Background: an optimization exercise with open tools, aiming at small area. Do not read the settings as production practice. No run shown here included a check of the RTL's function; only the layout flow was run. Power is estimated from default activity; no workload was simulated.

==> flow/design.v <==
module pixel_compositor (
    input  logic        Clk,
    input  logic        Reset,
    input  logic        frame_start,
    input  logic        de,
    input  logic [9:0]  DrawX,
    input  logic [9:0]  DrawY,
    input  logic [9:0]  X,
    input  logic [9:0]  Y,
    input  logic [9:0]  size,
    input  logic [7:0]  x_vec,
    input  logic [7:0]  y_vec,
    input  logic        map_en,
    input  logic        wall_on,
    input  logic [11:0] wall_color,
    input  logic [11:0] memdata,
    output logic [3:0]  Red,
    output logic [3:0]  Green,
    output logic [3:0]  Blue,
    output logic        out_valid,
    output logic        dots_ready
);
    logic [9:0] x_lat, y_lat, s_lat;
    logic [7:0] xv_lat, yv_lat;
    logic       par_ok;
    logic [9:0] x_dot, y_dot;
    logic [7:0] xv_dot, yv_dot;
    logic       dot_ok;
    logic [3:0] cnt;
    logic       rdy;
    always_ff @(posedge Clk) begin
        if (frame_start) begin
            x_lat <= X; y_lat <= Y; s_lat <= size; xv_lat <= x_vec; yv_lat <= y_vec;
        end
        if (cnt == 4'd10 && !frame_start) begin
            x_dot <= x_lat; y_dot <= y_lat; xv_dot <= xv_lat; yv_dot <= yv_lat;
        end
    end
    always_ff @(posedge Clk) begin
        if (Reset) begin
            cnt <= '0; rdy <= 1'b0; par_ok <= 1'b0; dot_ok <= 1'b0;
        end else if (frame_start) begin
            cnt <= 4'd1; rdy <= 1'b0; par_ok <= 1'b1;
        end else if (cnt == 4'd10) begin
            cnt <= '0; rdy <= 1'b1; dot_ok <= 1'b1;
        end else if (cnt != 4'd0) begin
            cnt <= cnt + 4'd1;
        end
    end
    logic [8:0] hx, hy;
    logic       dot_hit;
    dot_axis u_dx (.d(DrawX[7:0]), .p(x_dot), .a(xv_dot), .hit(hx));
    dot_axis u_dy (.d(DrawY[7:0]), .p(y_dot), .a(yv_dot), .hit(hy));
        assign dot_hit = dot_ok ? |(hx & hy) : (DrawX[7:0] == 8'd0 && DrawY[7:0] == 8'd0);
    logic signed [10:0] ddx, ddy;
    logic               player_hit;
    sub4 u_sx (.d(DrawX[7:0]), .p(x_lat), .r(ddx));
    sub4 u_sy (.d(DrawY[7:0]), .p(y_lat), .r(ddy));
    logic disc_in;
    disc_le u_disc (.dx(ddx), .dy(ddy), .s(s_lat), .le(disc_in));
        assign player_hit = par_ok && disc_in;
    logic above, below, in_map;
    col_cmp u_col (.y(DrawY), .m(memdata[7:0]), .above(above), .below(below));
    assign in_map = map_en && (DrawX <= 10'd160) && (DrawY <= 10'd120);
    logic [11:0] rgb1, rgb2;
    logic        v1, v2;
    logic [11:0] col;
    always_comb begin
        if (in_map) begin
            if (dot_hit)         col = 12'hFFF;
            else if (player_hit) col = 12'hF70;
            else if (wall_on)    col = wall_color;
            else                 col = 12'h004;
        end else begin
            if (above)           col = 12'h337;
            else if (below)      col = 12'h733;
            else                 col = {3{memdata[11:8]}};
        end
    end
    always_ff @(posedge Clk) begin
        if (Reset) begin
            rgb1 <= '0; v1 <= 1'b0; rgb2 <= '0; v2 <= 1'b0;
        end else begin
            rgb1 <= de ? col : 12'h000;
            v1   <= de;
            rgb2 <= rgb1;
            v2   <= v1;
        end
    end
    assign {Red, Green, Blue} = rgb2;
    assign out_valid  = v2;
    assign dots_ready = rdy;
endmodule
module disc_le (input logic [10:0] dx, input logic [10:0] dy, input logic [9:0] s, output logic le);
    wire n0 = ~(dx[0] & dx[1]);
    wire n1 = ~(dx[0] & dx[2]);
    wire n2 = ~(dx[0] & dx[3]);
    wire n3 = ~(dx[0] & dx[4]);
    wire n4 = ~(dx[0] & dx[5]);
    wire n5 = ~(dx[0] & dx[6]);
    wire n6 = ~(dx[0] & dx[7]);
    wire n7 = ~(dx[0] & dx[8]);
    wire n8 = ~(dx[0] & dx[9]);
    wire n9 = ~(dx[0] & dx[10]);
    wire n10 = ~(dx[1] & dx[2]);
    wire n11 = ~(dx[1] & dx[3]);
    wire n12 = ~(dx[1] & dx[4]);
    wire n13 = ~(dx[1] & dx[5]);
    wire n14 = ~(dx[1] & dx[6]);
    wire n15 = ~(dx[1] & dx[7]);
    wire n16 = ~(dx[1] & dx[8]);
    wire n17 = ~(dx[1] & dx[9]);
    wire n18 = ~(dx[1] & dx[10]);
    wire n19 = ~(dx[2] & dx[3]);
    wire n20 = ~(dx[2] & dx[4]);
    wire n21 = ~(dx[2] & dx[5]);
    wire n22 = ~(dx[2] & dx[6]);
    wire n23 = ~(dx[2] & dx[7]);
    wire n24 = ~(dx[2] & dx[8]);
    wire n25 = ~(dx[2] & dx[9]);
    wire n26 = ~(dx[2] & dx[10]);
    wire n27 = ~(dx[3] & dx[4]);
    wire n28 = ~(dx[3] & dx[5]);
    wire n29 = ~(dx[3] & dx[6]);
    wire n30 = ~(dx[3] & dx[7]);
    wire n31 = ~(dx[3] & dx[8]);
    wire n32 = ~(dx[3] & dx[9]);
    wire n33 = ~(dx[3] & dx[10]);
    wire n34 = ~(dx[4] & dx[5]);
    wire n35 = ~(dx[4] & dx[6]);
    wire n36 = ~(dx[4] & dx[7]);
    wire n37 = ~(dx[4] & dx[8]);
    wire n38 = ~(dx[4] & dx[9]);
    wire n39 = ~(dx[4] & dx[10]);
    wire n40 = ~(dx[5] & dx[6]);
    wire n41 = ~(dx[5] & dx[7]);
    wire n42 = ~(dx[5] & dx[8]);
    wire n43 = ~(dx[5] & dx[9]);
    wire n44 = ~(dx[5] & dx[10]);
    wire n45 = ~(dx[6] & dx[7]);
    wire n46 = ~(dx[6] & dx[8]);
    wire n47 = ~(dx[6] & dx[9]);
    wire n48 = ~(dx[6] & dx[10]);
    wire n49 = ~(dx[7] & dx[8]);
    wire n50 = ~(dx[7] & dx[9]);
    wire n51 = ~(dx[7] & dx[10]);
    wire n52 = ~(dx[8] & dx[9]);
    wire n53 = ~(dx[8] & dx[10]);
    wire n54 = ~(dx[9] & dx[10]);
    wire n55 = ~(dy[0] & dy[1]);
    wire n56 = ~(dy[0] & dy[2]);
    wire n57 = ~(dy[0] & dy[3]);
    wire n58 = ~(dy[0] & dy[4]);
    wire n59 = ~(dy[0] & dy[5]);
    wire n60 = ~(dy[0] & dy[6]);
    wire n61 = ~(dy[0] & dy[7]);
    wire n62 = ~(dy[0] & dy[8]);
    wire n63 = ~(dy[0] & dy[9]);
    wire n64 = ~(dy[0] & dy[10]);
    wire n65 = ~(dy[1] & dy[2]);
    wire n66 = ~(dy[1] & dy[3]);
    wire n67 = ~(dy[1] & dy[4]);
    wire n68 = ~(dy[1] & dy[5]);
    wire n69 = ~(dy[1] & dy[6]);
    wire n70 = ~(dy[1] & dy[7]);
    wire n71 = ~(dy[1] & dy[8]);
    wire n72 = ~(dy[1] & dy[9]);
    wire n73 = ~(dy[1] & dy[10]);
    wire n74 = ~(dy[2] & dy[3]);
    wire n75 = ~(dy[2] & dy[4]);
    wire n76 = ~(dy[2] & dy[5]);
    wire n77 = ~(dy[2] & dy[6]);
    wire n78 = ~(dy[2] & dy[7]);
    wire n79 = ~(dy[2] & dy[8]);
    wire n80 = ~(dy[2] & dy[9]);
    wire n81 = ~(dy[2] & dy[10]);
    wire n82 = ~(dy[3] & dy[4]);
    wire n83 = ~(dy[3] & dy[5]);
    wire n84 = ~(dy[3] & dy[6]);
    wire n85 = ~(dy[3] & dy[7]);
    wire n86 = ~(dy[3] & dy[8]);
    wire n87 = ~(dy[3] & dy[9]);
    wire n88 = ~(dy[3] & dy[10]);
    wire n89 = ~(dy[4] & dy[5]);
    wire n90 = ~(dy[4] & dy[6]);
    wire n91 = ~(dy[4] & dy[7]);
    wire n92 = ~(dy[4] & dy[8]);
    wire n93 = ~(dy[4] & dy[9]);
    wire n94 = ~(dy[4] & dy[10]);
    wire n95 = ~(dy[5] & dy[6]);
    wire n96 = ~(dy[5] & dy[7]);
    wire n97 = ~(dy[5] & dy[8]);
    wire n98 = ~(dy[5] & dy[9]);
    wire n99 = ~(dy[5] & dy[10]);
    wire n100 = ~(dy[6] & dy[7]);
    wire n101 = ~(dy[6] & dy[8]);
    wire n102 = ~(dy[6] & dy[9]);
    wire n103 = ~(dy[6] & dy[10]);
    wire n104 = ~(dy[7] & dy[8]);
    wire n105 = ~(dy[7] & dy[9]);
    wire n106 = ~(dy[7] & dy[10]);
    wire n107 = ~(dy[8] & dy[9]);
    wire n108 = ~(dy[8] & dy[10]);
    wire n109 = ~(dy[9] & dy[10]);
    wire n110 = ~(s[0] & s[1]);
    wire n111 = ~(s[0] & s[2]);
    wire n112 = ~(s[0] & s[3]);
    wire n113 = ~(s[0] & s[4]);
    wire n114 = ~(s[0] & s[5]);
    wire n115 = ~(s[0] & s[6]);
    wire n116 = ~(s[0] & s[7]);
    wire n117 = ~(s[0] & s[8]);
    wire n118 = ~(s[0] & s[9]);
    wire n119 = ~(s[1] & s[2]);
    wire n120 = ~(s[1] & s[3]);
    wire n121 = ~(s[1] & s[4]);
    wire n122 = ~(s[1] & s[5]);
    wire n123 = ~(s[1] & s[6]);
    wire n124 = ~(s[1] & s[7]);
    wire n125 = ~(s[1] & s[8]);
    wire n126 = ~(s[1] & s[9]);
    wire n127 = ~(s[2] & s[3]);
    wire n128 = ~(s[2] & s[4]);
    wire n129 = ~(s[2] & s[5]);
    wire n130 = ~(s[2] & s[6]);
    wire n131 = ~(s[2] & s[7]);
    wire n132 = ~(s[2] & s[8]);
    wire n133 = ~(s[2] & s[9]);
    wire n134 = ~(s[3] & s[4]);
    wire n135 = ~(s[3] & s[5]);
    wire n136 = ~(s[3] & s[6]);
    wire n137 = ~(s[3] & s[7]);
    wire n138 = ~(s[3] & s[8]);
    wire n139 = ~(s[3] & s[9]);
    wire n140 = ~(s[4] & s[5]);
    wire n141 = ~(s[4] & s[6]);
    wire n142 = ~(s[4] & s[7]);
    wire n143 = ~(s[4] & s[8]);
    wire n144 = ~(s[4] & s[9]);
    wire n145 = ~(s[5] & s[6]);
    wire n146 = ~(s[5] & s[7]);
    wire n147 = ~(s[5] & s[8]);
    wire n148 = ~(s[5] & s[9]);
    wire n149 = ~(s[6] & s[7]);
    wire n150 = ~(s[6] & s[8]);
    wire n151 = ~(s[6] & s[9]);
    wire n152 = ~(s[7] & s[8]);
    wire n153 = ~(s[7] & s[9]);
    wire n154 = ~(s[8] & s[9]);
    wire n155, n156;
    fa_cell u_n155 (.a(dx[4]), .b(dy[4]), .c(n116), .s(n155), .co(n156));
    wire n157, n158;
    ha_cell u_n157 (.a(n123), .b(n129), .s(n157), .co(n158));
    wire n159, n160;
    fa_cell u_n159 (.a(n117), .b(n124), .c(n130), .s(n159), .co(n160));
    wire n161, n162;
    fa_cell u_n161 (.a(dx[5]), .b(dy[5]), .c(n118), .s(n161), .co(n162));
    wire n163, n164;
    fa_cell u_n163 (.a(n125), .b(n131), .c(n136), .s(n163), .co(n164));
    wire n165, n166;
    fa_cell u_n165 (.a(n8), .b(n16), .c(n23), .s(n165), .co(n166));
    wire n167, n168;
    ha_cell u_n167 (.a(n140), .b(1'b1), .s(n167), .co(n168));
    wire n169, n170;
    fa_cell u_n169 (.a(n9), .b(n64), .c(n126), .s(n169), .co(n170));
    wire n171, n172;
    fa_cell u_n171 (.a(n132), .b(n137), .c(n141), .s(n171), .co(n172));
    wire n173 = n17 ^ n24;
    wire n174 = ~(n17 | n24);
    wire n175, n176;
    fa_cell u_n175 (.a(dx[6]), .b(n18), .c(dy[6]), .s(n175), .co(n176));
    wire n177, n178;
    fa_cell u_n177 (.a(n73), .b(n133), .c(n138), .s(n177), .co(n178));
    wire n179, n180;
    fa_cell u_n179 (.a(n142), .b(n145), .c(1'b1), .s(n179), .co(n180));
    wire n181, n182;
    fa_cell u_n181 (.a(n25), .b(n31), .c(n36), .s(n181), .co(n182));
    wire n183, n184;
    fa_cell u_n183 (.a(n26), .b(n81), .c(n139), .s(n183), .co(n184));
    wire n185, n186;
    fa_cell u_n185 (.a(dx[7]), .b(n33), .c(dy[7]), .s(n185), .co(n186));
    wire n187, n188;
    ha_cell u_n187 (.a(dx[2]), .b(dy[2]), .s(n187), .co(n188));
    wire n189, n190;
    fa_cell u_n189 (.a(dx[3]), .b(dy[3]), .c(n114), .s(n189), .co(n190));
    wire n191, n192;
    fa_cell u_n191 (.a(n121), .b(n127), .c(1'b1), .s(n191), .co(n192));
    wire n193, n194;
    fa_cell u_n193 (.a(n115), .b(n122), .c(n128), .s(n193), .co(n194));
    wire n195 = n5 ^ n13;
    wire n196 = ~(n5 | n13);
    wire n197, n198;
    fa_cell u_n197 (.a(n155), .b(n157), .c(n134), .s(n197), .co(n198));
    wire n199, n200;
    fa_cell u_n199 (.a(n6), .b(n14), .c(n21), .s(n199), .co(n200));
    wire n201, n202;
    fa_cell u_n201 (.a(n27), .b(n61), .c(n69), .s(n201), .co(n202));
    wire n203, n204;
    fa_cell u_n203 (.a(n156), .b(n158), .c(n159), .s(n203), .co(n204));
    wire n205, n206;
    fa_cell u_n205 (.a(n7), .b(n15), .c(n22), .s(n205), .co(n206));
    wire n207, n208;
    fa_cell u_n207 (.a(n28), .b(n62), .c(n70), .s(n207), .co(n208));
    wire n209, n210;
    ha_cell u_n209 (.a(n135), .b(1'b1), .s(n209), .co(n210));
    wire n211, n212;
    fa_cell u_n211 (.a(n160), .b(n161), .c(n163), .s(n211), .co(n212));
    wire n213, n214;
    fa_cell u_n213 (.a(n165), .b(n29), .c(n34), .s(n213), .co(n214));
    wire n215, n216;
    fa_cell u_n215 (.a(n63), .b(n71), .c(n78), .s(n215), .co(n216));
    wire n217, n218;
    fa_cell u_n217 (.a(n84), .b(n89), .c(s[5]), .s(n217), .co(n218));
    wire n219, n220;
    fa_cell u_n219 (.a(n162), .b(n164), .c(n168), .s(n219), .co(n220));
    wire n221, n222;
    fa_cell u_n221 (.a(n169), .b(n171), .c(n173), .s(n221), .co(n222));
    wire n223, n224;
    fa_cell u_n223 (.a(n166), .b(n30), .c(n35), .s(n223), .co(n224));
    wire n225, n226;
    fa_cell u_n225 (.a(n72), .b(n79), .c(n85), .s(n225), .co(n226));
    wire n227, n228;
    fa_cell u_n227 (.a(n170), .b(n172), .c(n174), .s(n227), .co(n228));
    wire n229, n230;
    fa_cell u_n229 (.a(n175), .b(n177), .c(n179), .s(n229), .co(n230));
    wire n231, n232;
    fa_cell u_n231 (.a(n181), .b(n40), .c(n80), .s(n231), .co(n232));
    wire n233, n234;
    fa_cell u_n233 (.a(n86), .b(n91), .c(n95), .s(n233), .co(n234));
    wire n235, n236;
    fa_cell u_n235 (.a(n176), .b(n178), .c(n180), .s(n235), .co(n236));
    wire n237, n238;
    fa_cell u_n237 (.a(n183), .b(n143), .c(n146), .s(n237), .co(n238));
    wire n239, n240;
    fa_cell u_n239 (.a(n182), .b(n32), .c(n37), .s(n239), .co(n240));
    wire n241, n242;
    fa_cell u_n241 (.a(n41), .b(n87), .c(n92), .s(n241), .co(n242));
    wire n243, n244;
    fa_cell u_n243 (.a(n184), .b(n185), .c(n88), .s(n243), .co(n244));
    wire n245, n246;
    fa_cell u_n245 (.a(n144), .b(n147), .c(n149), .s(n245), .co(n246));
    wire n247, n248;
    fa_cell u_n247 (.a(n38), .b(n42), .c(n45), .s(n247), .co(n248));
    wire n249, n250;
    fa_cell u_n249 (.a(n93), .b(n97), .c(n100), .s(n249), .co(n250));
    wire n251, n252;
    fa_cell u_n251 (.a(n186), .b(n39), .c(n94), .s(n251), .co(n252));
    wire n253, n254;
    fa_cell u_n253 (.a(n43), .b(n46), .c(n98), .s(n253), .co(n254));
    wire n255, n256;
    fa_cell u_n255 (.a(dx[8]), .b(n44), .c(dy[8]), .s(n255), .co(n256));
    wire n257, n258;
    fa_cell u_n257 (.a(n99), .b(n151), .c(n152), .s(n257), .co(n258));
    wire n259, n260;
    ha_cell u_n259 (.a(dx[1]), .b(dy[1]), .s(n259), .co(n260));
    wire n261, n262;
    fa_cell u_n261 (.a(n187), .b(n112), .c(n119), .s(n261), .co(n262));
    wire n263 = n2 ^ n10;
    wire n264 = ~(n2 | n10);
    wire n265, n266;
    fa_cell u_n265 (.a(n188), .b(n113), .c(n120), .s(n265), .co(n266));
    wire n267, n268;
    fa_cell u_n267 (.a(n3), .b(n11), .c(n58), .s(n267), .co(n268));
    wire n269, n270;
    fa_cell u_n269 (.a(n4), .b(n12), .c(n19), .s(n269), .co(n270));
    wire n271, n272;
    fa_cell u_n271 (.a(n59), .b(n67), .c(n74), .s(n271), .co(n272));
    wire n273, n274;
    ha_cell u_n273 (.a(n189), .b(n191), .s(n273), .co(n274));
    wire n275, n276;
    fa_cell u_n275 (.a(n190), .b(n192), .c(n193), .s(n275), .co(n276));
    wire n277, n278;
    fa_cell u_n277 (.a(n20), .b(n60), .c(n68), .s(n277), .co(n278));
    wire n279 = ~n75;
    wire n280, n281;
    fa_cell u_n280 (.a(n195), .b(1'b1), .c(n279), .s(n280), .co(n281));
    wire n282, n283;
    fa_cell u_n282 (.a(n194), .b(n196), .c(n197), .s(n282), .co(n283));
    wire n284, n285;
    fa_cell u_n284 (.a(n199), .b(n201), .c(n76), .s(n284), .co(n285));
    wire n286 = ~1'b1;
    wire n287, n288;
    fa_cell u_n287 (.a(n82), .b(s[4]), .c(n286), .s(n287), .co(n288));
    wire n289, n290;
    fa_cell u_n289 (.a(n198), .b(n203), .c(n209), .s(n289), .co(n290));
    wire n291, n292;
    fa_cell u_n291 (.a(n200), .b(n202), .c(n205), .s(n291), .co(n292));
    wire n293, n294;
    fa_cell u_n293 (.a(n207), .b(n77), .c(n83), .s(n293), .co(n294));
    wire n295, n296;
    fa_cell u_n295 (.a(n204), .b(n210), .c(n211), .s(n295), .co(n296));
    wire n297, n298;
    fa_cell u_n297 (.a(n206), .b(n208), .c(n213), .s(n297), .co(n298));
    wire n299 = ~n167;
    wire n300, n301;
    fa_cell u_n300 (.a(n215), .b(n217), .c(n299), .s(n300), .co(n301));
    wire n302, n303;
    fa_cell u_n302 (.a(n212), .b(n219), .c(n221), .s(n302), .co(n303));
    wire n304, n305;
    fa_cell u_n304 (.a(n214), .b(n216), .c(n218), .s(n304), .co(n305));
    wire n306, n307;
    fa_cell u_n306 (.a(n223), .b(n225), .c(n90), .s(n306), .co(n307));
    wire n308, n309;
    fa_cell u_n308 (.a(n220), .b(n222), .c(n227), .s(n308), .co(n309));
    wire n310, n311;
    fa_cell u_n310 (.a(n224), .b(n226), .c(n231), .s(n310), .co(n311));
    wire n312 = ~n229;
    wire n313, n314;
    fa_cell u_n313 (.a(n233), .b(s[6]), .c(n312), .s(n313), .co(n314));
    wire n315, n316;
    fa_cell u_n315 (.a(n228), .b(n230), .c(n235), .s(n315), .co(n316));
    wire n317, n318;
    fa_cell u_n317 (.a(n232), .b(n234), .c(n239), .s(n317), .co(n318));
    wire n319 = ~n237;
    wire n320, n321;
    fa_cell u_n320 (.a(n241), .b(n96), .c(n319), .s(n320), .co(n321));
    wire n322, n323;
    fa_cell u_n322 (.a(n236), .b(n238), .c(n243), .s(n322), .co(n323));
    wire n324, n325;
    fa_cell u_n324 (.a(n240), .b(n242), .c(n247), .s(n324), .co(n325));
    wire n326 = ~n245;
    wire n327, n328;
    fa_cell u_n327 (.a(n249), .b(s[7]), .c(n326), .s(n327), .co(n328));
    wire n329, n330;
    fa_cell u_n329 (.a(n244), .b(n246), .c(n251), .s(n329), .co(n330));
    wire n331, n332;
    fa_cell u_n331 (.a(n248), .b(n250), .c(n253), .s(n331), .co(n332));
    wire n333 = ~n101;
    wire n334, n335;
    fa_cell u_n334 (.a(n148), .b(n150), .c(n333), .s(n334), .co(n335));
    wire n336, n337;
    fa_cell u_n336 (.a(n252), .b(n255), .c(n257), .s(n336), .co(n337));
    wire n338, n339;
    fa_cell u_n338 (.a(n254), .b(n47), .c(n49), .s(n338), .co(n339));
    wire n340, n341;
    fa_cell u_n340 (.a(n102), .b(n104), .c(s[8]), .s(n340), .co(n341));
    wire n342, n343;
    fa_cell u_n342 (.a(n256), .b(n258), .c(n48), .s(n342), .co(n343));
    wire n344 = ~n50;
    wire n345, n346;
    fa_cell u_n345 (.a(n103), .b(n153), .c(n344), .s(n345), .co(n346));
    wire n347, n348;
    fa_cell u_n347 (.a(dx[9]), .b(n51), .c(dy[9]), .s(n347), .co(n348));
    wire n349, n350;
    fa_cell u_n349 (.a(n52), .b(n107), .c(s[9]), .s(n349), .co(n350));
    wire n351, n352;
    fa_cell u_n351 (.a(n259), .b(n110), .c(1'b1), .s(n351), .co(n352));
    wire n353, n354;
    fa_cell u_n353 (.a(n260), .b(n111), .c(1'b1), .s(n353), .co(n354));
    wire n355, n356;
    fa_cell u_n355 (.a(n261), .b(n263), .c(1'b1), .s(n355), .co(n356));
    wire n357 = n57 ^ n65;
    wire n358 = ~(n57 | n65);
    wire n359, n360;
    fa_cell u_n359 (.a(n262), .b(n264), .c(n265), .s(n359), .co(n360));
    wire n361 = ~1'b1;
    wire n362, n363;
    fa_cell u_n362 (.a(n267), .b(n66), .c(n361), .s(n362), .co(n363));
    wire n364, n365;
    fa_cell u_n364 (.a(n268), .b(n269), .c(n271), .s(n364), .co(n365));
    wire n366 = ~s[3];
    wire n367, n368;
    fa_cell u_n367 (.a(n266), .b(n273), .c(n366), .s(n367), .co(n368));
    wire n369, n370;
    fa_cell u_n369 (.a(n274), .b(n275), .c(n280), .s(n369), .co(n370));
    wire n371, n372;
    fa_cell u_n371 (.a(n270), .b(n272), .c(n277), .s(n371), .co(n372));
    wire n373, n374;
    fa_cell u_n373 (.a(n276), .b(n281), .c(n282), .s(n373), .co(n374));
    wire n375, n376;
    fa_cell u_n375 (.a(n278), .b(n284), .c(n287), .s(n375), .co(n376));
    wire n377, n378;
    fa_cell u_n377 (.a(n285), .b(n288), .c(n291), .s(n377), .co(n378));
    wire n379 = ~n293;
    wire n380, n381;
    fa_cell u_n380 (.a(n283), .b(n289), .c(n379), .s(n380), .co(n381));
    wire n382, n383;
    fa_cell u_n382 (.a(n292), .b(n294), .c(n297), .s(n382), .co(n383));
    wire n384 = ~n300;
    wire n385, n386;
    fa_cell u_n385 (.a(n290), .b(n295), .c(n384), .s(n385), .co(n386));
    wire n387, n388;
    fa_cell u_n387 (.a(n298), .b(n301), .c(n304), .s(n387), .co(n388));
    wire n389 = ~n306;
    wire n390, n391;
    fa_cell u_n390 (.a(n296), .b(n302), .c(n389), .s(n390), .co(n391));
    wire n392, n393;
    fa_cell u_n392 (.a(n305), .b(n307), .c(n310), .s(n392), .co(n393));
    wire n394 = ~n313;
    wire n395, n396;
    fa_cell u_n395 (.a(n303), .b(n308), .c(n394), .s(n395), .co(n396));
    wire n397, n398;
    fa_cell u_n397 (.a(n311), .b(n314), .c(n317), .s(n397), .co(n398));
    wire n399 = ~n320;
    wire n400, n401;
    fa_cell u_n400 (.a(n309), .b(n315), .c(n399), .s(n400), .co(n401));
    wire n402, n403;
    fa_cell u_n402 (.a(n318), .b(n321), .c(n324), .s(n402), .co(n403));
    wire n404 = ~n327;
    wire n405, n406;
    fa_cell u_n405 (.a(n316), .b(n322), .c(n404), .s(n405), .co(n406));
    wire n407, n408;
    fa_cell u_n407 (.a(n323), .b(n329), .c(n334), .s(n407), .co(n408));
    wire n409, n410;
    fa_cell u_n409 (.a(n325), .b(n328), .c(n331), .s(n409), .co(n410));
    wire n411, n412;
    fa_cell u_n411 (.a(n330), .b(n335), .c(n336), .s(n411), .co(n412));
    wire n413, n414;
    fa_cell u_n413 (.a(n332), .b(n338), .c(n340), .s(n413), .co(n414));
    wire n415, n416;
    fa_cell u_n415 (.a(n337), .b(n342), .c(n345), .s(n415), .co(n416));
    wire n417, n418;
    fa_cell u_n417 (.a(n339), .b(n341), .c(n105), .s(n417), .co(n418));
    wire n419, n420;
    fa_cell u_n419 (.a(n343), .b(n346), .c(n347), .s(n419), .co(n420));
    wire n421 = ~n349;
    wire n422, n423;
    fa_cell u_n422 (.a(n106), .b(n154), .c(n421), .s(n422), .co(n423));
    wire n424, n425;
    fa_cell u_n424 (.a(n348), .b(n53), .c(n108), .s(n424), .co(n425));
    wire n426, n427;
    fa_cell u_n426 (.a(dx[10]), .b(n54), .c(dy[10]), .s(n426), .co(n427));
    wire n428 = n0 ^ n55;
    wire n429 = ~(n0 | n55);
    wire n430 = ~n1;
    wire n431, n432;
    fa_cell u_n431 (.a(n352), .b(n353), .c(n430), .s(n431), .co(n432));
    wire n433, n434;
    fa_cell u_n433 (.a(n354), .b(n355), .c(n357), .s(n433), .co(n434));
    wire n435, n436;
    fa_cell u_n435 (.a(n356), .b(n358), .c(n359), .s(n435), .co(n436));
    wire n437 = ~n363;
    wire n438, n439;
    fa_cell u_n438 (.a(n360), .b(n367), .c(n437), .s(n438), .co(n439));
    wire n440 = ~n365;
    wire n441, n442;
    fa_cell u_n441 (.a(n368), .b(n369), .c(n440), .s(n441), .co(n442));
    wire n443 = ~n372;
    wire n444, n445;
    fa_cell u_n444 (.a(n370), .b(n373), .c(n443), .s(n444), .co(n445));
    wire n446 = ~n376;
    wire n447, n448;
    fa_cell u_n447 (.a(n374), .b(n380), .c(n446), .s(n447), .co(n448));
    wire n449 = ~n378;
    wire n450, n451;
    fa_cell u_n450 (.a(n381), .b(n385), .c(n449), .s(n450), .co(n451));
    wire n452 = ~n383;
    wire n453, n454;
    fa_cell u_n453 (.a(n386), .b(n390), .c(n452), .s(n453), .co(n454));
    wire n455 = ~n388;
    wire n456, n457;
    fa_cell u_n456 (.a(n391), .b(n395), .c(n455), .s(n456), .co(n457));
    wire n458 = ~n393;
    wire n459, n460;
    fa_cell u_n459 (.a(n396), .b(n400), .c(n458), .s(n459), .co(n460));
    wire n461 = ~n398;
    wire n462, n463;
    fa_cell u_n462 (.a(n401), .b(n405), .c(n461), .s(n462), .co(n463));
    wire n464 = ~n403;
    wire n465, n466;
    fa_cell u_n465 (.a(n406), .b(n407), .c(n464), .s(n465), .co(n466));
    wire n467 = ~n410;
    wire n468, n469;
    fa_cell u_n468 (.a(n408), .b(n411), .c(n467), .s(n468), .co(n469));
    wire n470 = ~n414;
    wire n471, n472;
    fa_cell u_n471 (.a(n412), .b(n415), .c(n470), .s(n471), .co(n472));
    wire n473, n474;
    fa_cell u_n473 (.a(n416), .b(n419), .c(n422), .s(n473), .co(n474));
    wire n475, n476;
    fa_cell u_n475 (.a(n420), .b(n423), .c(n424), .s(n475), .co(n476));
    wire n477, n478;
    fa_cell u_n477 (.a(n425), .b(n426), .c(n109), .s(n477), .co(n478));
    wire n479, n480;
    ha_cell u_n479 (.a(dx[0]), .b(dy[0]), .s(n479), .co(n480));
    wire n481, n482;
    ha_cell u_n481 (.a(n428), .b(n351), .s(n481), .co(n482));
    wire n483 = ~n56;
    wire n484, n485;
    fa_cell u_n484 (.a(n429), .b(n431), .c(n483), .s(n484), .co(n485));
    wire n486 = ~s[2];
    wire n487, n488;
    fa_cell u_n487 (.a(n432), .b(n433), .c(n486), .s(n487), .co(n488));
    wire n489 = ~n362;
    wire n490, n491;
    fa_cell u_n490 (.a(n434), .b(n435), .c(n489), .s(n490), .co(n491));
    wire n492 = ~n364;
    wire n493, n494;
    fa_cell u_n493 (.a(n436), .b(n438), .c(n492), .s(n493), .co(n494));
    wire n495 = ~n371;
    wire n496, n497;
    fa_cell u_n496 (.a(n439), .b(n441), .c(n495), .s(n496), .co(n497));
    wire n498 = ~n375;
    wire n499, n500;
    fa_cell u_n499 (.a(n442), .b(n444), .c(n498), .s(n499), .co(n500));
    wire n501 = ~n377;
    wire n502, n503;
    fa_cell u_n502 (.a(n445), .b(n447), .c(n501), .s(n502), .co(n503));
    wire n504 = ~n382;
    wire n505, n506;
    fa_cell u_n505 (.a(n448), .b(n450), .c(n504), .s(n505), .co(n506));
    wire n507 = ~n387;
    wire n508, n509;
    fa_cell u_n508 (.a(n451), .b(n453), .c(n507), .s(n508), .co(n509));
    wire n510 = ~n392;
    wire n511, n512;
    fa_cell u_n511 (.a(n454), .b(n456), .c(n510), .s(n511), .co(n512));
    wire n513 = ~n397;
    wire n514, n515;
    fa_cell u_n514 (.a(n457), .b(n459), .c(n513), .s(n514), .co(n515));
    wire n516 = ~n402;
    wire n517, n518;
    fa_cell u_n517 (.a(n460), .b(n462), .c(n516), .s(n517), .co(n518));
    wire n519 = ~n409;
    wire n520, n521;
    fa_cell u_n520 (.a(n463), .b(n465), .c(n519), .s(n520), .co(n521));
    wire n522 = ~n413;
    wire n523, n524;
    fa_cell u_n523 (.a(n466), .b(n468), .c(n522), .s(n523), .co(n524));
    wire n525 = ~n417;
    wire n526, n527;
    fa_cell u_n526 (.a(n469), .b(n471), .c(n525), .s(n526), .co(n527));
    wire n528 = ~n418;
    wire n529, n530;
    fa_cell u_n529 (.a(n472), .b(n473), .c(n528), .s(n529), .co(n530));
    wire n531 = ~n350;
    wire n532, n533;
    fa_cell u_n532 (.a(n474), .b(n475), .c(n531), .s(n532), .co(n533));
    wire n534, n535;
    fa_cell u_n534 (.a(n476), .b(n477), .c(1'b1), .s(n534), .co(n535));
    wire n536, n537;
    fa_cell u_n536 (.a(n478), .b(n427), .c(1'b1), .s(n536), .co(n537));
    wire n538 = n479 & ~s[0];
    wire n539 = (n480 & 1'b1) | (n480 & n538) | (1'b1 & n538);
    wire n540 = (n481 & ~s[1]) | (n481 & n539) | (~s[1] & n539);
    wire n541 = (n482 & n484) | (n482 & n540) | (n484 & n540);
    wire n542 = (n485 & n487) | (n485 & n541) | (n487 & n541);
    wire n543 = (n488 & n490) | (n488 & n542) | (n490 & n542);
    wire n544 = (n491 & n493) | (n491 & n543) | (n493 & n543);
    wire n545 = (n494 & n496) | (n494 & n544) | (n496 & n544);
    wire n546 = (n497 & n499) | (n497 & n545) | (n499 & n545);
    wire n547 = (n500 & n502) | (n500 & n546) | (n502 & n546);
    wire n548 = (n503 & n505) | (n503 & n547) | (n505 & n547);
    wire n549 = (n506 & n508) | (n506 & n548) | (n508 & n548);
    wire n550 = (n509 & n511) | (n509 & n549) | (n511 & n549);
    wire n551 = (n512 & n514) | (n512 & n550) | (n514 & n550);
    wire n552 = (n515 & n517) | (n515 & n551) | (n517 & n551);
    wire n553 = (n518 & n520) | (n518 & n552) | (n520 & n552);
    wire n554 = (n521 & n523) | (n521 & n553) | (n523 & n553);
    wire n555 = (n524 & n526) | (n524 & n554) | (n526 & n554);
    wire n556 = (n527 & n529) | (n527 & n555) | (n529 & n555);
    wire n557 = (n530 & n532) | (n530 & n556) | (n532 & n556);
    wire n558 = (n533 & n534) | (n533 & n557) | (n534 & n557);
    wire n559 = (n535 & n536) | (n535 & n558) | (n536 & n558);
    wire n560 = (n537 ^ n559);
    assign le = n560;
endmodule
module fa_cell (input logic a, input logic b, input logic c, output logic s, output logic co);
    assign s  = a ^ b ^ c;
    assign co = (a & b) | (a & c) | (b & c);
endmodule
module ha_cell (input logic a, input logic b, output logic s, output logic co);
    assign s  = a ^ b;
    assign co = a & b;
endmodule
module dot_axis (
    input  logic [7:0] d,
    input  logic [9:0] p,
    input  logic [7:0] a,
    output logic [8:0] hit
);
    logic [10:0] m3, m5, m7;
    logic [8:2]  c3;
    logic [9:3]  c5, c7;
    ha_cell h3 (.a(a[1]), .b(a[0]), .s(m3[1]), .co(c3[2]));
    for (genvar i = 2; i <= 7; i++) begin : g3
        fa_cell f (.a(a[i]), .b(a[i-1]), .c(c3[i]), .s(m3[i]), .co(c3[i+1]));
    end
    assign m3[0]     = a[0];
    assign m3[8]     = c3[8];
    assign m3[10:9]  = {2{a[7]}};
    ha_cell h5 (.a(a[2]), .b(a[0]), .s(m5[2]), .co(c5[3]));
    for (genvar i = 3; i <= 8; i++) begin : g5
        fa_cell f (.a(a[(i <= 7) ? i : 7]), .b(a[i-2]), .c(c5[i]), .s(m5[i]), .co(c5[i+1]));
    end
    assign m5[1:0] = a[1:0];
    assign m5[9]   = c5[9];
    assign m5[10]  = a[7];
    ha_cell h7 (.a(m3[2]), .b(a[0]), .s(m7[2]), .co(c7[3]));
    for (genvar i = 3; i <= 8; i++) begin : g7
        fa_cell f (.a(m3[i]), .b(a[i-2]), .c(c7[i]), .s(m7[i]), .co(c7[i+1]));
    end
    assign m7[1:0] = m3[1:0];
    assign m7[9]   = c7[9];
    assign m7[10]  = a[7];
    logic [5:0] h [9];
    logic [1:0] l [9];
    assign h[0] = 6'd0;                         assign l[0] = 2'd0;
    assign h[1] = {{4{a[7]}}, a[6:5]};          assign l[1] = a[4:3];
    assign h[2] = {{3{a[7]}}, a[6:4]};          assign l[2] = a[3:2];
    assign h[3] = m3[10:5];                     assign l[3] = m3[4:3];
    assign h[4] = {{2{a[7]}}, a[6:3]};          assign l[4] = a[2:1];
    assign h[5] = m5[10:5];                     assign l[5] = m5[4:3];
    assign h[6] = m3[9:4];                      assign l[6] = m3[3:2];
    assign h[7] = m7[10:5];                     assign l[7] = m7[4:3];
    assign h[8] = a[7:2];                       assign l[8] = a[1:0];
    logic [8:0] z;
    logic [8:1] cz;
    logic [7:0] nph;
    assign nph = ~p[9:2];
    assign z[0]  = d[0] ^ p[2];
    assign cz[1] = d[0] | nph[0];
    for (genvar i = 1; i <= 7; i++) begin : gz
        fa_cell f (.a(d[i]), .b(nph[i]), .c(cz[i]), .s(z[i]), .co(cz[i+1]));
    end
    assign z[8] = ~cz[8];
    logic       in0, in1;
    logic [5:0] w, wm;
    assign w   = z[5:0];
    logic [5:0] lz;
    assign lz[0] = 1'b1;
    for (genvar i = 1; i < 6; i++) begin : gl
        assign lz[i] = lz[i-1] & ~w[i-1];
    end
    assign wm  = w ^ lz;
    assign in0 = (z[8:5] == 4'b0000) || (z[8:5] == 4'b1111);
    assign in1 = (z[8:5] == 4'b0000) || ((z[8:5] == 4'b0001) && lz[5]) || ((z[8:5] == 4'b1111) && !lz[5]);
    logic [3:0] qa, qb;
    assign qa = {~(p[1] & p[0]), p[1] | p[0], p[1], p[1] & p[0]};
    assign qb = {1'b0, 1'b0, ~p[1] & ~p[0], ~p[1]};
    for (genvar k = 0; k < 9; k++) begin : gk
        logic ak, bk;
        assign ak = qa[l[k]];
        assign bk = qb[l[k]];
        assign hit[k] = (ak && in1 && (h[k] == wm)) || (bk && in0 && (h[k] == w));
    end
endmodule
module sub4 (
    input  logic [7:0]  d,
    input  logic [9:0]  p,
    output logic [10:0] r
);
    logic [10:2] c;
    logic [9:2]  np;
    assign np   = ~p[9:2];
    assign r[0] = p[0];
    assign r[1] = p[1] ^ p[0];
    assign c[2] = ~(p[1] | p[0]);
    for (genvar i = 2; i <= 9; i++) begin : g
        fa_cell f (.a(d[i-2]), .b(np[i]), .c(c[i]), .s(r[i]), .co(c[i+1]));
    end
    assign r[10] = ~c[10];
endmodule
module col_cmp (
    input  logic [9:0] y,
    input  logic [7:0] m,
    output logic       above,
    output logic       below
);
    logic [9:0] w;
    logic [9:4] cw;
    assign w[2:0] = y[3:1];
    assign w[3]   = ~y[4];
    assign cw[4]  = y[4];
    for (genvar i = 4; i <= 6; i++) begin : gw
        assign w[i]    = y[i+1] ^ cw[i];
        assign cw[i+1] = y[i+1] & cw[i];
    end
    assign w[7]  = ~(y[8] ^ cw[7]);
    assign cw[8] = y[8] | cw[7];
    assign w[8]  = ~(y[9] ^ cw[8]);
    assign cw[9] = y[9] | cw[8];
    assign w[9]  = ~cw[9];
    logic [7:1] ca;
    assign ca[1] = m[0] & w[0];
    for (genvar i = 1; i <= 6; i++) begin : ga
        assign ca[i+1] = (m[i] & w[i]) | (m[i] & ca[i]) | (w[i] & ca[i]);
    end
    assign above = w[9] & ~m[7] & ~ca[7];
    logic [10:1] cb;
    assign cb[1] = y[0];
    for (genvar i = 1; i <= 8; i++) begin : gb
        assign cb[i+1] = (w[i-1] & ~m[i-1]) | (w[i-1] & cb[i]) | (~m[i-1] & cb[i]);
    end
    assign cb[10] = w[8] | cb[9];
    assign below = ~w[9] & cb[10];
endmodule
==> flow/flow/run.sh <==
#!/bin/bash
set -e
export BUFFER_PORTS_ARGS="-buffer_cell sky130_fd_sc_hd__buf_1"
export CTS_ARGS="-sink_clustering_enable -repair_clock_nets -buf_list sky130_fd_sc_hd__clkbuf_8 -dont_use_dummy_load"
bash standard.sh > standard_flow.log 2>&1
==> flow/standard.sh <==
#!/bin/bash
# synth_recipe.tcl (not shown) runs the flow's synth.tcl, then flattens the netlist and writes it again
# the make line also repeats each setting of config.mk as NAME=value (left out here)
make -C /OpenROAD-flow-scripts/flow DESIGN_CONFIG=/design/flow/config.mk WORK_HOME=/design/flow/orfs CLKGATE_MAP_FILE= SYNTH_SCRIPT=/design/flow/synth_recipe.tcl "${@:-finish}"
==> flow/config.mk <==
export PLATFORM = sky130hd
export DESIGN_NAME = pixel_compositor
export DESIGN_NICKNAME = pixel_compositor
export VERILOG_FILES = /design/flow/design.v
export SDC_FILE = /design/flow/constraint.sdc
export NUM_CORES = 4
export LEC_CHECK = 0
export CAP_MARGIN = 20
export CORE_MARGIN = 2
export CORE_UTILIZATION = 40
export CTS_BUF_LIST = sky130_fd_sc_hd__clkbuf_8
export SLEW_MARGIN = 20
export SYNTH_HIERARCHICAL = 1
==> flow/constraint.sdc <==
create_clock -name core_clock -period 12.0 [get_ports {Clk}]
set_input_delay 2.4000 -clock core_clock [delete_from_list [all_inputs] [get_ports {Clk}]]
set_output_delay 2.4000 -clock core_clock [all_outputs]
set_load 0.01 [all_outputs]
==> metrics.md, run 1 <==
| Metric | Value |
|---|---|
| Hold endpoint | yv_dot[4]$_DFFE_PP_ |
| Core Util, Final | 0.429 |
| Distinct cells, synth | 75 |
| DRT iter0 DRCs | 854 |
| Clock Sinks | roughly 120 |
| Clock Tree Buf Depth | 2 |
| # setup viols final | 0 |
| # diodes | 0 |
| Hold Path Depth | 0 |
| Min-delay src | yv_lat[4]$_DFFE_PP_ |
| Row count | between 60 and 70 |
| Placer Congestion | ~0.90 |
| Top cells by count, synth | 221 x fa_1, 167 x nand2_1, 106 x inv_1, 82 x edfxtp_1, 62 x xnor2_1 |
| Die height | around 180 um |
| Final min period | around 11 ns |
| Fin. Hold Viols | 0 |
| Setup repair bufs after CTS | 0 |
| Mapped Cells | between 1,000 and 1,500 |
| Skew-Pair Late Insertion Delay | between 0.4 and 0.5 ns |
| Post-route DRC | 0 |
| Number of synthesized register bits | approximately 120 |
| Layout cells sized above 1 | 0.0399 |
| Fin. max-slew vios | 0 |
| Type of origin of the critical path | input pin |
| Final wirelength | between 30 and 40 mm |
| RSZ-0062 raised after global routing | false |
| P_leak | 5.08 nW |
| Via count | between 9,000 and 10,000 |
| Setup Skew | 0.0325 ns |
| Slew @ Worst Pin | between 0.8 and 0.9 ns |
| I/O Buffers | 109 |
| Total global routing overflow | 0 |
| Reg2reg start | x_lat[0]$_DFFE_PP_ |
| YS warnings | 10 |
| Worst Hold Class | reg2reg |
| Area growth syn-to-layout | 6.47% |
| CP required | between 10 and 15 ns |
| Average wire per standard cell | just under 20 um |
| Post-DP HPWL | between 20 and 30 mm |
| Tcrit/Tclk final | 0.921 |
| Worst setup EP type | register |
| Gr usage total | 0.208 |
| Filler instances | approximately 3,100 |
| Vias in the first global route | approximately 9,700 |
| Result of the run | finished clean |
| CTS tree | yes |
| Multi-input logic area | 9130 um^2 |
| Clock transition at path regs | ~0.08 ns |
| Post-Syn Area per Cell | 10.7 um^2 |
| Critical Path AT | 11.47 ns |
| First-pass GRT wire length | between 50 and 60 mm |
| Storage cell area | between 3000 and 4000 um^2 |
| Rel. slew slack | 0.423 |
| Max cap viols | 0 |
| TNS Setup | 0 ns |
| Vias per cell | around 5.5 |
| Antenna violations before repair | 0 |
| Post-CTS Hold Fix Bufs | 0 |
| Total CTS buffers | 17 |
| DRT antenna net count | 0 |
| Die area | 34,100 um^2 |
| Upper clock frequency limit | a little over 90 MHz |
| Worst R2R Path Depth | 28 |
| Reg-to-reg endpoint | rgb1[2]$_SDFF_PP0_ |
| Fraction of registers with async set/reset | 0 |
| Top post-synthesis cells by area | fa_1 34%, edfxtp_1 19%, dfxtp_1 5.1% |
| VDD IR max | around 540 uV |
| R2R Setup Slk | a little under 2 ns |
| Fin nets | between 1,500 and 2,000 |
| Worst setup path class | in2reg |
| Largest net degree at the start of global routing | around 50 |
| PostCTS Resize Cnt | 0 |
| Synth area leader | fa_1 |
| Sequential cell area fraction in the yosys report | 0.239 |
| Root buffer cell | clkbuf_8 |
| TritonRoute pass-1 iters | 6 |
| Die Width | 185 um |
| Synth Cell Area | ~13,000 um^2 |
| H-tree depth | 4 |
| Initial core utilization | 0.403 |
| Ports | 110 |
| Ys flop type | edfxtp_1 |
| Top-count cell post-synth | fa_1 |
| Core Box Area | 32,400 um^2 |
| Worst Path Max Fanout | 12 |
| Synth top area share | 0.339 |
| Power per Cell Area | about 280 nW/um^2 |
| Post-synth EDFFs | 82 |
-- Yosys stat by module, one instance, submodules excluded --
module | cells inside | times used | cell area, um^2 | flip-flops and latches
dot_axis | 201 | 2 | 1480 | 0
sub4 | 13 | 2 | 61.3 | 0
fa_cell | 1 | 221 | 20.0 | 0
disc_le | 283 | 1 | 1290 | 0
pixel_compositor | 225 | 1 | 3760 | 115
col_cmp | 49 | 1 | 319 | 0
ha_cell | 1 | 14 | 12.5 | 0
-- where the power goes --
group          switching [mW]  internal [mW]
registers              0.0194          0.446
clock network           0.149          0.124
logic                    1.77           1.45
total                    1.94           2.02
-- through the flow --
stage / instances / hold slack [ns] / worst slack [ns] / area [um^2] / total power, mW
3_3_place_gp: 1702 / 0.405 / 0.705 / 13700 / 3.57
2_1_floorplan: 1230 / 0.400 / 1.29 / 13100 / 2.98
5_1_grt: 1719 / 0.427 / 0.549 / 13900 / 4.41
3_5_place_dp: 1702 / 0.405 / 0.495 / 13700 / 3.65
4_1_cts: 1719 / 0.421 / 1.02 / 13900 / 3.95
6_report: 1719 / 0.420 / 0.953 / 13900 / 3.96
-- cell type report --
cell class                      instances  area share
Tap cell                              442      0.0398
Timing Repair Buffer                  115      0.0328
Multi-Input combinational cell        924       0.657
Sequential cell                       115       0.225
Clock buffer                           17      0.0168
Inverter                              106      0.0286
-- worst max-delay path, cell delays in order --
cell and delay, ns:
buf_1 0.12, fa_1 0.44, fa_1 0.39, fa_1 0.45, fa_1 0.40, fa_1 0.39
fa_1 0.39, fa_1 0.39, fa_1 0.76, nand2_1 0.14, fa_1 0.49, fa_1 0.53
fa_1 0.54, inv_1 0.05, fa_1 0.47, fa_1 0.50, fa_1 0.59, o22ai_1 0.10
nor3_1 0.20, o21ai_0 0.15, a211o_1 0.34, a22oi_2 0.30, a2111o_1 0.14, nand4_1 0.13
nand2_1 0.36, o21ai_0 0.16, a21oi_1 0.16
-- layer usage --
| layer | vias up | wire length (um) | track usage |
|---|---|---|---|
| met4 | 0 | 824 | 0.0743 |
| met2 | 334 | 16700 | 0.342 |
| met1 | 4798 | 14300 | 0.275 |
| li1 | 4205 | - | - |
| met3 | 58 | 2070 | 0.0397 |
| met5 | - | 0 | 0 |
-- layout by cell type (no fill, tap or decap), types with 6 or more instances in the layout --
master,n
a211oi_1,21
nor2b_1,17
nand3b_1,10
xnor2_1,62
nand4_1,24
a21oi_1,24
clkbuf_8,17
nand2_1,167
nor3_1,12
buf_1,108
dfxtp_1,33
nand3_1,30
o2111ai_1,7
buf_4,6
nor4_1,19
fa_1,221
a22oi_1,8
a21oi_2,6
conb_1,12
o22ai_1,14
and2_1,17
inv_1,106
a31oi_1,15
nor2_1,24
o21ai_0,16
ha_1,41
xor2_1,61
edfxtp_1,82
nand2b_1,8
o31ai_1,6
-- sequential cells by signal, indices dropped and copies added, names as in the netlist --
| name | flops |
|---|---|
| rgb1 | 12 |
| rgb2 | 12 |
| s_lat | 10 |
| x_dot | 10 |
| x_lat | 10 |
| y_dot | 10 |
| y_lat | 10 |
| xv_dot | 8 |
| xv_lat | 8 |
| yv_dot | 8 |
| yv_lat | 8 |
| cnt | 4 |
| dot_ok | 1 |
| par_ok | 1 |
| rdy | 1 |
| v1 | 1 |
| v2 | 1 |
-- cell families after synthesis --
| group | count (synthesis) | share of synthesized area |
|---|---|---|
| AO/OA/AOI/OAI | 170 | 0.0966 |
| XOR/XNOR | 123 | 0.0826 |
| adder cells (fa/ha/maj) | 265 | 0.381 |
| buffers and inverters | 191 | 0.0648 |
| flip-flops | 115 | 0.239 |
| other | 2 | 0.000575 |
| AND/OR/NAND/NOR | 354 | 0.135 |
-- worst max-delay path by stage --
stage               depth (start not counted)     start            endpoint
floorplan                                  28  DrawX[0]  rgb1[2]$_SDFF_PP0_
finish                                     27  DrawX[0]  rgb1[2]$_SDFF_PP0_
global route                               27  DrawX[0]  rgb1[3]$_SDFF_PP0_
CTS                                        27  DrawX[0]  rgb1[2]$_SDFF_PP0_
global placement                           27  DrawX[0]  rgb1[2]$_SDFF_PP0_
detailed placement                         27  DrawX[0]  rgb1[2]$_SDFF_PP0_
==> run 2, diff against run 1 <==
==> flow/flow/run.sh (replaced) <==
#!/bin/bash
set -e
export BUFFER_PORTS_ARGS="-buffer_cell sky130_fd_sc_hd__buf_1"
export CTS_ARGS="-repair_clock_nets -buf_list sky130_fd_sc_hd__clkbuf_8 -dont_use_dummy_load"
bash standard.sh > standard_flow.log 2>&1
==> metrics.md, run 2 <==
| Metric | Value |
|---|---|
| Power Total | 3.96 mW (unchanged) |
| TNS Setup | 0 ns (unchanged) |
| Synth area leader | fa_1 (unchanged) |
| Vias per cell | 5.47 (unchanged) |
| XOR/XNOR Fraction of Synth Area | 0.0826 (unchanged) |
| Via count | 9,395 (unchanged) |
| Setup repair bufs after CTS | 0 (unchanged) |
| Clock transition at path regs | 0.08 ns (about the same) |
| Total CTS buffers | 17 (unchanged) |
| Filler instances | 3,131 (unchanged) |
| Row count | 66 (unchanged) |
| Final min period | 11.05 ns (unchanged) |
| CTS tree | yes (unchanged) |
| Total global routing overflow | 0 (unchanged) |
| Sequential cell area fraction in the yosys report | 0.239 (unchanged) |
| Post-CTS Hold Fix Bufs | 0 (unchanged) |
| Placer Congestion | 0.896 (unchanged) |
| Worst Path Max Fanout | 12 (unchanged) |
| Top cells by count, synth | 221 x fa_1, 167 x nand2_1, 106 x inv_1, 82 x edfxtp_1, 62 x xnor2_1 (unchanged) |
| Clock Sinks | 115 (unchanged) |
| Mapped Cells | 1,220 (unchanged) |
| Critical Path AT | 11.47 ns (about the same) |
| Area growth syn-to-layout | 6.47% (unchanged) |
| DRT antenna net count | 0 (unchanged) |
| Commonest non-fill, non-tap cell in the layout | fa_1 (unchanged) |
| Synth top area share | 0.339 (unchanged) |
| Main combinational cell family by area after synthesis | adder cells (unchanged) |
| Post-synth EDFFs | 82 (unchanged) |
| Vias in the first global route | 9,733 (unchanged) |
| RSZ-0062 raised after global routing | false (unchanged) |
| Ys flop type | edfxtp_1 (unchanged) |
| Final wirelength | 33.9 mm (unchanged) |
| Worst setup EP type | register (unchanged) |
| Post-route DRC | 0 (unchanged) |
| First-pass GRT wire length | 53.3 mm (unchanged) |
| Max cap viols | 0 (unchanged) |
| Post-DP HPWL | 25.3 mm (unchanged) |
| TritonRoute pass-1 iters | 6 (unchanged) |
| Antenna violations before repair | 0 (unchanged) |
| Fin. Hold Viols | 0 (unchanged) |
| Fraction of registers with async set/reset | 0 (unchanged) |
| Die Width | 185 um (unchanged) |
| Commonest non-fill, non-tap cells in the layout | 221 x fa_1, 167 x nand2_1, 108 x buf_1 (unchanged) |
| Die height | 185 um (unchanged) |
| CP required | 12.42 ns (about the same) |
| H-tree depth | 4 (unchanged) |
| PostCTS Resize Cnt | 0 (unchanged) |
| VDD IR max | 537 uV (unchanged) |
| Fin nets | 1,637 (unchanged) |
| Multiplexer share of the synthesized area | 0 (unchanged) |
| Number of synthesized register bits | 115 (unchanged) |
| Clock Tree Buf Depth | 2 (unchanged) |
| Largest net degree at the start of global routing | 51 (unchanged) |
| Core Box Area | 32,400 um^2 (unchanged) |
| Gr usage total | 0.208 (unchanged) |
| Top post-synthesis cells by area | fa_1 34%, edfxtp_1 19%, dfxtp_1 5.1% (unchanged) |
| Layout cells sized above 1 | 0.0399 (unchanged) |
| Synth Cell Area | 13,100 um^2 (unchanged) |
| Worst Hold Class | reg2reg (unchanged) |
| Result of the run | finished clean (unchanged) |
| Largest registers | rgb1 (12), rgb2 (12) (unchanged) |
| Compound-Gate Fraction of Synth Area | 0.0966 (unchanged) |
| Skew-Pair Late Insertion Delay | 0.48 ns (about the same) |
| # diodes | 0 (unchanged) |
| Distinct cells, synth | 75 (unchanged) |
| Die area | 34,100 um^2 (unchanged) |
| DRT iter0 DRCs | 854 (unchanged) |
| Multi-input logic area | 9130 um^2 (unchanged) |
| I/O Buffers | 109 (unchanged) |
| Post-Syn Area per Cell | 10.7 um^2 (unchanged) |
| Tcrit/Tclk final | 0.921 (unchanged) |
| Adder-cell share of the synthesized area | 0.381 (unchanged) |
| # setup viols final | 0 (unchanged) |
| Type of origin of the critical path | input pin (unchanged) |
| Fin. max-slew vios | 0 (unchanged) |
| Initial core utilization | 0.403 (unchanged) |
| YS warnings | 10 (unchanged) |
| Power per Cell Area | 285 nW/um^2 (unchanged) |
| Average wire per standard cell | 19.7 um (unchanged) |
| Slew @ Worst Pin | 0.865 ns (unchanged) |
| Setup Skew | 0.0325 ns (unchanged) |
| P_leak | 5.08 nW (unchanged) |
| Ports | 110 (unchanged) |
| Storage cell area | 3120 um^2 (unchanged) |
| Root buffer cell | clkbuf_8 (unchanged) |
| Top-count cell post-synth | fa_1 (unchanged) |
| Synth Area in Simple Gates | 0.135 (unchanged) |
| Upper clock frequency limit | 90.5 MHz (unchanged) |
| Worst setup path class | in2reg (unchanged) |
| Rel. slew slack | 0.423 (unchanged) |
run 2: report_power, final:
group / switching, mW / leakage (nW) / internal (mW)
clock network: 0.149 / 0.122 / 0.124
logic: 1.77 / 3.91 / 1.45
registers: 0.0194 / 1.04 / 0.446
run 2: final cells by class:
type,instances,area share
Timing Repair Buffer,115,0.0328
Tap cell,442,0.0398
Sequential cell,115,0.225
Inverter,106,0.0286
Multi-Input combinational cell,924,0.657
Clock buffer,17,0.0168
run 2: final timing paths:
path / startpoint / endpoint / slack (ns) / depth (start not counted)
worst max-delay path: DrawX[0] / rgb1[2]$_SDFF_PP0_ / 0.95 / 27
worst min-delay path: yv_lat[4]$_DFFE_PP_ / yv_dot[4]$_DFFE_PP_ / 0.42 / 0
worst max register to register: x_lat[0]$_DFFE_PP_ / rgb1[2]$_SDFF_PP0_ / 1.96 / 28
worst min register to register: yv_lat[4]$_DFFE_PP_ / yv_dot[4]$_DFFE_PP_ / 0.42 / 0
run 2: metal layers:
metal,track usage,vias up,share of wire
met5,0,-,0
met4,0.0743,0,0.024
met3,0.0397,58,0.061
met2,0.342,334,0.49
met1,0.275,4798,0.42
li1,-,4205,-
run 2: through the flow:
| stage | std cells | hold WS [ns] | utilization | setup slack, ns | area (um^2) |
|---|---|---|---|---|---|
| floorplan | 1230 | 0.400 | - | 1.29 | 13100 |
| global placement | 1702 | 0.405 | 0.422 | 0.705 | 13700 |
| detailed placement | 1702 | 0.405 | 0.422 | 0.495 | 13700 |
| CTS | 1719 | 0.421 | 0.429 | 1.02 | 13900 |
| global route | 1719 | 0.427 | 0.429 | 0.549 | 13900 |
| finish | 1719 | 0.420 | 0.429 | 0.953 | 13900 |
run 2: critical path: stages:
cell and delay [ns]:
buf_1 0.12, fa_1 0.44, fa_1 0.39, fa_1 0.45, fa_1 0.40, fa_1 0.39, fa_1 0.39, fa_1 0.39
fa_1 0.76, nand2_1 0.14, fa_1 0.49, fa_1 0.53, fa_1 0.54, inv_1 0.05, fa_1 0.47, fa_1 0.50
fa_1 0.59, o22ai_1 0.10, nor3_1 0.20, o21ai_0 0.15, a211o_1 0.34, a22oi_2 0.30, a2111o_1 0.14, nand4_1 0.13
nand2_1 0.36, o21ai_0 0.16, a21oi_1 0.16
run 2: logic make-up (layout without fill, tap and decap cells):
logic type      count (synthesis)  in the layout
xor+xnor                      123            123
simple gates                  354            354
other cells                     2             12
fa+ha+maj                     265            265
compound gates                170            170
buf+inv                       191            238
flops                         115            115
run 2: modules after synthesis, one instance, submodules excluded:
module,flip-flops and latches,area (um^2)
sub4,0,61.3
pixel_compositor,115,3760
fa_cell,0,20.0
dot_axis,0,1480
disc_le,0,1290
ha_cell,0,12.5
col_cmp,0,319
==> run 3, diff against run 2 <==
==> flow/flow/run.sh (replaced) <==
#!/bin/bash
set -e
export BUFFER_PORTS_ARGS="-buffer_cell sky130_fd_sc_hd__buf_1"
export CTS_ARGS="-sink_clustering_enable -repair_clock_nets -buf_list sky130_fd_sc_hd__clkbuf_8 -dont_use_dummy_load -sink_clustering_size 40 -sink_clustering_max_diameter 300 -sink_clustering_levels 2"
bash standard.sh > standard_flow.log 2>&1
==> metrics.md, run 3 <==
| Metric | Value |
|---|---|
| Result of the run | finished clean (unchanged) |
| Vias in the first global route | 9,733 (unchanged) |
| Worst Hold Class | reg2reg (unchanged) |
| Area growth syn-to-layout | 6.47% (unchanged) |
| Post-route cell area | 13,900 um^2 (unchanged) |
| Top cells by count, synth | 221 x fa_1, 167 x nand2_1, 106 x inv_1, 82 x edfxtp_1, 62 x xnor2_1 (unchanged) |
| Post-CTS Hold Fix Bufs | 0 (unchanged) |
| Slew @ Worst Pin | 0.865 ns (unchanged) |
| Wire length on met3 | 2.07 mm (unchanged) |
| Final wirelength | 33.9 mm (unchanged) |
| Via count | 9,395 (unchanged) |
| Power Total | 3.96 mW (unchanged) |
| Reg-to-reg endpoint | rgb1[2]$_SDFF_PP0_ (unchanged) |
| Min-delay src | yv_lat[4]$_DFFE_PP_ (unchanged) |
| Pint | 2.02 mW (unchanged) |
| Ys flop type | edfxtp_1 (unchanged) |
| R2R Setup Slk | 1.96 ns (about the same) |
| TritonRoute pass-1 iters | 6 (unchanged) |
| Total global routing overflow | 0 (unchanged) |
| Switching Share | 0.489 (unchanged) |
| Post-DP HPWL | 25.3 mm (unchanged) |
| First-pass GRT wire length | 53.3 mm (unchanged) |
| Metal2 WL | 16.7 mm (unchanged) |
| Clock transition at path regs | 0.08 ns (about the same) |
| Gr usage total | 0.208 (unchanged) |
| PostCTS Resize Cnt | 0 (unchanged) |
| YS warnings | 10 (unchanged) |
| Clk pwr share | 0.069 (about the same) |
| Dpl cells | 1,702 (unchanged) |
| CTS tree | yes (unchanged) |
| Total CTS buffers | 17 (unchanged) |
| TNS Setup | 0 ns (unchanged) |
| Largest net degree at the start of global routing | 51 (unchanged) |
| Tcrit/Tclk final | 0.921 (unchanged) |
| # setup viols final | 0 (unchanged) |
| Post-Syn Area per Cell | 10.7 um^2 (unchanged) |
| Final Instance Count excl. Fillers | 1,719 (unchanged) |
| Largest registers | rgb1 (12), rgb2 (12) (unchanged) |
| Layout cells sized above 1 | 0.0399 (unchanged) |
| Top-count cell post-synth | fa_1 (unchanged) |
| I/O Buffers | 109 (unchanged) |
| Reg2reg start | x_lat[0]$_DFFE_PP_ (unchanged) |
| Power per Cell Area | 285 nW/um^2 (unchanged) |
| P_leak | 5.08 nW (unchanged) |
| CP delay by family, top | adder cells (unchanged) |
| Final min period | 11.05 ns (unchanged) |
| Core Box Area | 32,400 um^2 (unchanged) |
| Post-route DRC | 0 (unchanged) |
| Top post-synthesis cells by area | fa_1 34%, edfxtp_1 19%, dfxtp_1 5.1% (unchanged) |
| DRT antenna net count | 0 (unchanged) |
| Distinct cells, synth | 75 (unchanged) |
| CP required | 12.42 ns (about the same) |
| Net Sw Power | 1.94 mW (unchanged) |
| Upper clock frequency limit | 90.5 MHz (unchanged) |
| Commonest non-fill, non-tap cell in the layout | fa_1 (unchanged) |
| Average wire per standard cell | 19.7 um (unchanged) |
| Placed Area | 13,700 um^2 (unchanged) |
| Cell mode on critical path | fa_1 (unchanged) |
| Worst setup EP type | register (unchanged) |
| Initial core utilization | 0.403 (unchanged) |
| Root buffer cell | clkbuf_8 (unchanged) |
| Synth Cell Area | 13,100 um^2 (unchanged) |
| Critical Path AT | 11.47 ns (about the same) |
| Worst Path Max Fanout | 12 (unchanged) |
| Row count | 66 (unchanged) |
| Fin. Hold Viols | 0 (unchanged) |
| # diodes | 0 (unchanged) |
| Worst setup path class | in2reg (unchanged) |
| Type of origin of the critical path | input pin (unchanged) |
| Die Width | 185 um (unchanged) |
| Ports | 110 (unchanged) |
| Hold endpoint | yv_dot[4]$_DFFE_PP_ (unchanged) |
| CP max-delay cell | fa_1 (unchanged) |
| Synth area leader | fa_1 (unchanged) |
| Setup Skew | 0.0325 ns (unchanged) |
| Sequential cell area fraction in the yosys report | 0.239 (unchanged) |
| Fin nets | 1,637 (unchanged) |
| Clock Sinks | 115 (unchanged) |
| Synth top area share | 0.339 (unchanged) |
| Wire length on met1 | 14.3 mm (unchanged) |
| Hold Path Depth | 0 (unchanged) |
| Comb power frac | 0.813 (about the same) |
| Die height | 185 um (unchanged) |
| Setup WS pre-CTS | 0.495 ns (unchanged) |
| Clock Tree Buf Depth | 2 (unchanged) |
| Buffers & Inverters on Critical Path | 2 (unchanged) |
| Crit path largest cell delay | 0.76 ns (about the same) |
| Vias per cell | 5.47 (unchanged) |
| Antenna violations before repair | 0 (unchanged) |
| Commonest non-fill, non-tap cells in the layout | 221 x fa_1, 167 x nand2_1, 108 x buf_1 (unchanged) |
| RSZ-0062 raised after global routing | false (unchanged) |
| Number of synthesized register bits | 115 (unchanged) |
| Mapped Cells | 1,220 (unchanged) |
| Filler instances | 3,131 (unchanged) |
| Final setup margin | 0.953 ns (unchanged) |
| Max cap viols | 0 (unchanged) |
| VDD IR max | 537 uV (unchanged) |
| Die area | 34,100 um^2 (unchanged) |
| Rel. slew slack | 0.423 (unchanged) |
| Fin. max-slew vios | 0 (unchanged) |
| Setup repair bufs after CTS | 0 (unchanged) |
| Skew-Pair Late Insertion Delay | 0.48 ns (about the same) |
| H-tree depth | 4 (unchanged) |
| Max Used Layer | met4 (unchanged) |
| Placer Congestion | 0.896 (unchanged) |
| WHS | 0.420 ns (unchanged) |
| DRT iter0 DRCs | 854 (unchanged) |
| Core Util, Final | 0.429 (unchanged) |
| Register share of total power | 0.118 (about the same) |
| Fraction of registers with async set/reset | 0 (unchanged) |
| Post-synth EDFFs | 82 (unchanged) |
| Worst R2R Path Depth | 28 (unchanged) |
==> run 3: cell counts after synthesis <==
Identical to the previous run, type by type.
==> run 3: worst max-delay path by stage <==
stage	startpoint	end	slack, ns	cells after the start
after floorplan	DrawX[0]	rgb1[2]$_SDFF_PP0_	1.29	28
after global placement	DrawX[0]	rgb1[2]$_SDFF_PP0_	0.70	27
after detailed placement	DrawX[0]	rgb1[2]$_SDFF_PP0_	0.49	27
after CTS	DrawX[0]	rgb1[2]$_SDFF_PP0_	1.02	27
after global routing	DrawX[0]	rgb1[3]$_SDFF_PP0_	0.55	27
final	DrawX[0]	rgb1[2]$_SDFF_PP0_	0.95	27
==> run 3: power groups by stage <==
stage               logic, mW  registers, mW  clock network, mW
floorplan                2.52          0.460                  0
global placement         3.10          0.473                  0
detailed placement       3.17          0.473                  0
CTS                      3.20          0.465              0.286
global route             3.65          0.467              0.296
finish                   3.22          0.465              0.273
==> run 3: layer usage <==
| metal | up-vias | track usage |
|---|---|---|
| li1 | 4205 | - |
| met1 | 4798 | 0.275 |
| met2 | 334 | 0.342 |
| met3 | 58 | 0.0397 |
| met4 | 0 | 0.0743 |
| met5 | - | 0 |
==> run 3: modules after synthesis (local to each module, per instance) <==
module / cells inside / copies in the design / area, um^2 / flip-flops and latches
ha_cell: 1 / 14 / 12.5 / 0
disc_le: 283 / 1 / 1290 / 0
dot_axis: 201 / 2 / 1480 / 0
sub4: 13 / 2 / 61.3 / 0
pixel_compositor: 225 / 1 / 3760 / 115
col_cmp: 49 / 1 / 319 / 0
fa_cell: 1 / 221 / 20.0 / 0
==> run 3: final cells by class <==
class	instances	area [um^2]	area share
Clock buffer	17	234	0.0168
Inverter	106	398	0.0286
Multi-Input combinational cell	924	9130	0.657
Sequential cell	115	3120	0.225
Tap cell	442	553	0.0398
Timing Repair Buffer	115	455	0.0328
==> run 3: kinds of logic after synthesis <==
kind of cell,count (synthesis),synth area share
XOR/XNOR,123,0.0826
AO/OA/AOI/OAI,170,0.0966
other,2,0.000575
buffers and inverters,191,0.0648
adder cells (fa/ha/maj),265,0.381
AND/OR/NAND/NOR,354,0.135
flip-flops,115,0.239

-- what the ideal ports hide --
No port has a modelled driver above. Below, the same layouts with a new extraction and two added sets of constraints.
Step 1, drivers: a clkbuf_16 drives Clk and a buf_2 each remaining input, both assumed.
Step 2 moves the port delays by t, midway between the first and last clock arrival at a register: inputs arrive t later, outputs are due t later. That takes back most of the time a late clock gives input paths.
Slacks: ideal ports / drivers / drivers and shift; pairs: ideal ports / drivers.
| run | t (ns) | setup slack, ns | worst hold slack (ns) | clock arrival spread, ns | worst register clock-pin slew, ns |
|---|---|---|---|---|---|
| run 1 | 0.512 | 0.953 / 0.971 / 0.458 | 0.420 / 0.420 / 0.420 | 0.033 / 0.033 | 0.08 / 0.08 |
| run 2 | 0.512 | 0.953 / 0.971 / 0.458 | 0.420 / 0.420 / 0.420 | 0.033 / 0.033 | 0.08 / 0.08 |
| run 3 | 0.512 | 0.953 / 0.971 / 0.458 | 0.420 / 0.420 / 0.420 | 0.033 / 0.033 | 0.08 / 0.08 |
After both steps every run listed still meets setup and hold.
